This is an optimization exercise on Yosys and OpenROAD, whose aim is small area, a short achievable clock period and few clock cycles per item, not a production implementation. Where RTL was checked, it was by simulation tests only, not by an equivalence proof against the original.

job 104:
## trilinear_interp_axis
module trilinear_interp_axis (
    input  logic         clk,
    input  logic         rstn,
    input  logic         in_valid,
    output logic         in_ready,
    input  logic [7:0]   frac_r,
    input  logic [7:0]   frac_g,
    input  logic [7:0]   frac_b,
    input  logic         mode,
    input  logic [7:0]   in_user,
    input  logic [191:0] pt_nbr,
    output logic         out_valid,
    input  logic         out_ready,
    output logic [23:0]  out_pt,
    output logic [7:0]   out_user
);
export LEC_CHECK = 0
export ABC_CLOCK_PERIOD_IN_PS = 3400
export CAP_MARGIN = 20
export CORE_MARGIN = 2
export CORE_UTILIZATION = 40
export SETUP_SLACK_MARGIN = 2.6
export SLEW_MARGIN = 20
create_clock -name core_clock -period 6.0 [get_ports {clk}]
run.sh (not shown) runs the stock make flow with config.mk's settings and CLKGATE_MAP_FILE= SYNTH_SCRIPT=/design/flow/synth_recipe.tcl, a recipe that flattens the netlist after the stock synthesis.
Relative to job 104, the following input files were edited for job 105:
diff --git a/flow/design.v b/flow/design.v
--- a/flow/design.v
+++ b/flow/design.v
@@ -16,15 +16,14 @@
 );
     logic [529:0] st1_d, st1_q;
     logic [145:0] st2_d, st2_q;
     logic [319:0] st3_d, st3_q;
     logic [76:0] st4_d, st4_q;
     logic [163:0] st5_d, st5_q;
-    logic [4:0] v_q;
-    logic [3:0] cnt, wp, rp;
-    logic [31:0] mem [8];
+    logic [31:0] st6_d, st6_q;
+    logic [5:0] v_q;
     wire [8:0] sel_r = {mode & frac_r[7], mode ? {8{frac_r[7]}} : frac_r};
     wire [8:0] sel_g0 = {mode & frac_g[7], mode ? {8{frac_g[7]}} : frac_g};
     wire [8:0] sel_b0 = {mode & frac_b[7], mode ? {8{frac_b[7]}} : frac_b};
     wire r0_m1 = sel_r[0] ? pt_nbr[24] : pt_nbr[0];
     wire r0_m2 = sel_r[0] ? pt_nbr[25] : pt_nbr[1];
     wire r0_m3 = sel_r[0] ? pt_nbr[26] : pt_nbr[2];
@@ -4214,34 +4213,27 @@
     wire b2_c4180 = (st5_q[159] & st5_q[160]) | (st5_q[159] & st5_q[161]) | (st5_q[160] & st5_q[161]);
     wire b2_s4181 = st5_q[162] ^ st5_q[163];
     wire b2_c4182 = st5_q[162] & st5_q[163];
     wire [17:0] b0_sum4183 = {b0_c4118, b0_s4117, b0_s4115, b0_s4113, b0_s4111, b0_s4109, b0_s4107, b0_s4105, b0_s4103, b0_s4101, b0_s4099, b0_s4097, b0_s4095, b0_s4093, b0_s4091, b0_s4089, b0_s4087, st5_q[17]} + {1'b0, b0_c4116, b0_c4114, b0_c4112, b0_c4110, b0_c4108, b0_c4106, b0_c4104, b0_c4102, b0_c4100, b0_c4098, b0_c4096, b0_c4094, b0_c4092, b0_c4090, b0_c4088, st5_q[21], st5_q[18]};
     wire [17:0] b1_sum4184 = {b1_c4150, b1_s4149, b1_s4147, b1_s4145, b1_s4143, b1_s4141, b1_s4139, b1_s4137, b1_s4135, b1_s4133, b1_s4131, b1_s4129, b1_s4127, b1_s4125, b1_s4123, b1_s4121, b1_s4119, st5_q[66]} + {1'b0, b1_c4148, b1_c4146, b1_c4144, b1_c4142, b1_c4140, b1_c4138, b1_c4136, b1_c4134, b1_c4132, b1_c4130, b1_c4128, b1_c4126, b1_c4124, b1_c4122, b1_c4120, st5_q[70], st5_q[67]};
     wire [17:0] b2_sum4185 = {b2_c4182, b2_s4181, b2_s4179, b2_s4177, b2_s4175, b2_s4173, b2_s4171, b2_s4169, b2_s4167, b2_s4165, b2_s4163, b2_s4161, b2_s4159, b2_s4157, b2_s4155, b2_s4153, b2_s4151, st5_q[115]} + {1'b0, b2_c4180, b2_c4178, b2_c4176, b2_c4174, b2_c4172, b2_c4170, b2_c4168, b2_c4166, b2_c4164, b2_c4162, b2_c4160, b2_c4158, b2_c4156, b2_c4154, b2_c4152, st5_q[119], st5_q[116]};
-    wire [31:0] res = {st5_q[7], st5_q[6], st5_q[5], st5_q[4], st5_q[3], st5_q[2], st5_q[1], st5_q[0], b2_sum4185[17], b2_sum4185[16], b2_sum4185[15], b2_sum4185[14], b2_sum4185[13], b2_sum4185[12], b2_sum4185[11], b2_sum4185[10], b1_sum4184[17], b1_sum4184[16], b1_sum4184[15], b1_sum4184[14], b1_sum4184[13], b1_sum4184[12], b1_sum4184[11], b1_sum4184[10], b0_sum4183[17], b0_sum4183[16], b0_sum4183[15], b0_sum4183[14], b0_sum4183[13], b0_sum4183[12], b0_sum4183[11], b0_sum4183[10]};
-    wire acc = in_valid && in_ready;
-    wire del = out_valid && out_ready;
-    assign in_ready = !cnt[3];
-    assign out_valid = wp != rp;
-    assign {out_user, out_pt} = mem[rp[2:0]];
+    assign st6_d = {b2_sum4185[17], b2_sum4185[16], b2_sum4185[15], b2_sum4185[14], b2_sum4185[13], b2_sum4185[12], b2_sum4185[11], b2_sum4185[10], b1_sum4184[17], b1_sum4184[16], b1_sum4184[15], b1_sum4184[14], b1_sum4184[13], b1_sum4184[12], b1_sum4184[11], b1_sum4184[10], b0_sum4183[17], b0_sum4183[16], b0_sum4183[15], b0_sum4183[14], b0_sum4183[13], b0_sum4183[12], b0_sum4183[11], b0_sum4183[10], st5_q[7], st5_q[6], st5_q[5], st5_q[4], st5_q[3], st5_q[2], st5_q[1], st5_q[0]};
+    assign out_pt = {st6_q[31], st6_q[30], st6_q[29], st6_q[28], st6_q[27], st6_q[26], st6_q[25], st6_q[24], st6_q[23], st6_q[22], st6_q[21], st6_q[20], st6_q[19], st6_q[18], st6_q[17], st6_q[16], st6_q[15], st6_q[14], st6_q[13], st6_q[12], st6_q[11], st6_q[10], st6_q[9], st6_q[8]};
+    assign out_user = {st6_q[7], st6_q[6], st6_q[5], st6_q[4], st6_q[3], st6_q[2], st6_q[1], st6_q[0]};
+    wire ce = !v_q[5] || out_ready;
+    assign in_ready = ce;
+    assign out_valid = v_q[5];
     always_ff @(posedge clk or negedge rstn) begin
-        if (!rstn) begin
-            v_q <= '0;
-            cnt <= '0;
-            wp  <= '0;
-            rp  <= '0;
-        end else begin
-            v_q <= {v_q[3:0], acc};
-            cnt <= cnt + 4'(acc) - 4'(del);
-            if (v_q[4]) wp <= wp + 1'b1;
-            if (del) rp <= rp + 1'b1;
-        end
+        if (!rstn) v_q <= '0;
+        else if (ce) v_q <= {v_q[4:0], in_valid};
     end
     always_ff @(posedge clk) begin
-        st1_q <= st1_d;
-        st2_q <= st2_d;
-        st3_q <= st3_d;
-        st4_q <= st4_d;
-        st5_q <= st5_d;
-        if (v_q[4]) mem[wp[2:0]] <= res;
+        if (ce) begin
+            st1_q <= st1_d;
+            st2_q <= st2_d;
+            st3_q <= st3_d;
+            st4_q <= st4_d;
+            st5_q <= st5_d;
+            st6_q <= st6_d;
+        end
     end
 endmodule
## What came out
[compare] base=job 104 new=job 105: routed wire length rose 6.8 mm; fraction of layout instances using a drive strength above 1 moved down. Looking at most frequent standard cell in the layout excluding fill and tap cells, the dfxtp_1 result is from job 104; the edfxtp_1 one comes from job 105. Job 105 reports its slowest cell on the critical path as fa_2 while job 104 reports dfrtp_4. Portion of the layout cell area used by non-clock buffers: job 105 vs job 104 up 0.20 points. Changes observed in job 105 relative to job 104: number of enable-type register cells in the synthesized netlist rose by about 400%; setup slack of the worst register-to-register path held; fmax increased about 10%; per-cell via count in the routed design went up 0.19; number of search-and-repair iterations in the first detailed-routing pass now sits higher. From job 104 to job 105 the numbers moved as follows: count of buffers inserted at the top-level ports barely changed; maximum number of pins on one net before global-route repair climbed 190%; number of vias in the routed layout climbed 0.46%; count of distinct cell types in the synthesized netlist dropped 8.
Testbench counts of job 105, summed over its fixed seeds: cycles 16,048, items 16,000.
No functional check of the RTL was part of job 104.

[re-timing with driven ports]
No port has a modelled driver above. Below, the same layouts with a new extraction and two added sets of constraints.
Step 1: set_driving_cell puts a clkbuf_16 on clk and a buf_2 on each other input, an assumption about the parent block.
Step 2, shift: input delay + t, output delay - t, t = (earliest + latest rising clock arrival at the registers) / 2. This alone moves slack from input paths to output paths.
a / b / c = ideal ports / drivers / drivers and shift; a / b = the first two.
run | t (ns) | setup slack, ns | worst hold slack (ns) | pins driven straight from the clock port
job 104 | 0.917 | 2.144 / 2.057 / 1.606 | 0.319 / 0.319 / 0.319 | 1
job 105 | 0.900 | 2.508 / 2.537 / 1.637 | 0.398 / 0.398 / 0.398 | 1
After both steps setup and hold are still met in every run listed. For job 105, which loses most, drivers alone change the setup slack by +0.029 ns; drivers and shift together by -0.871 ns.
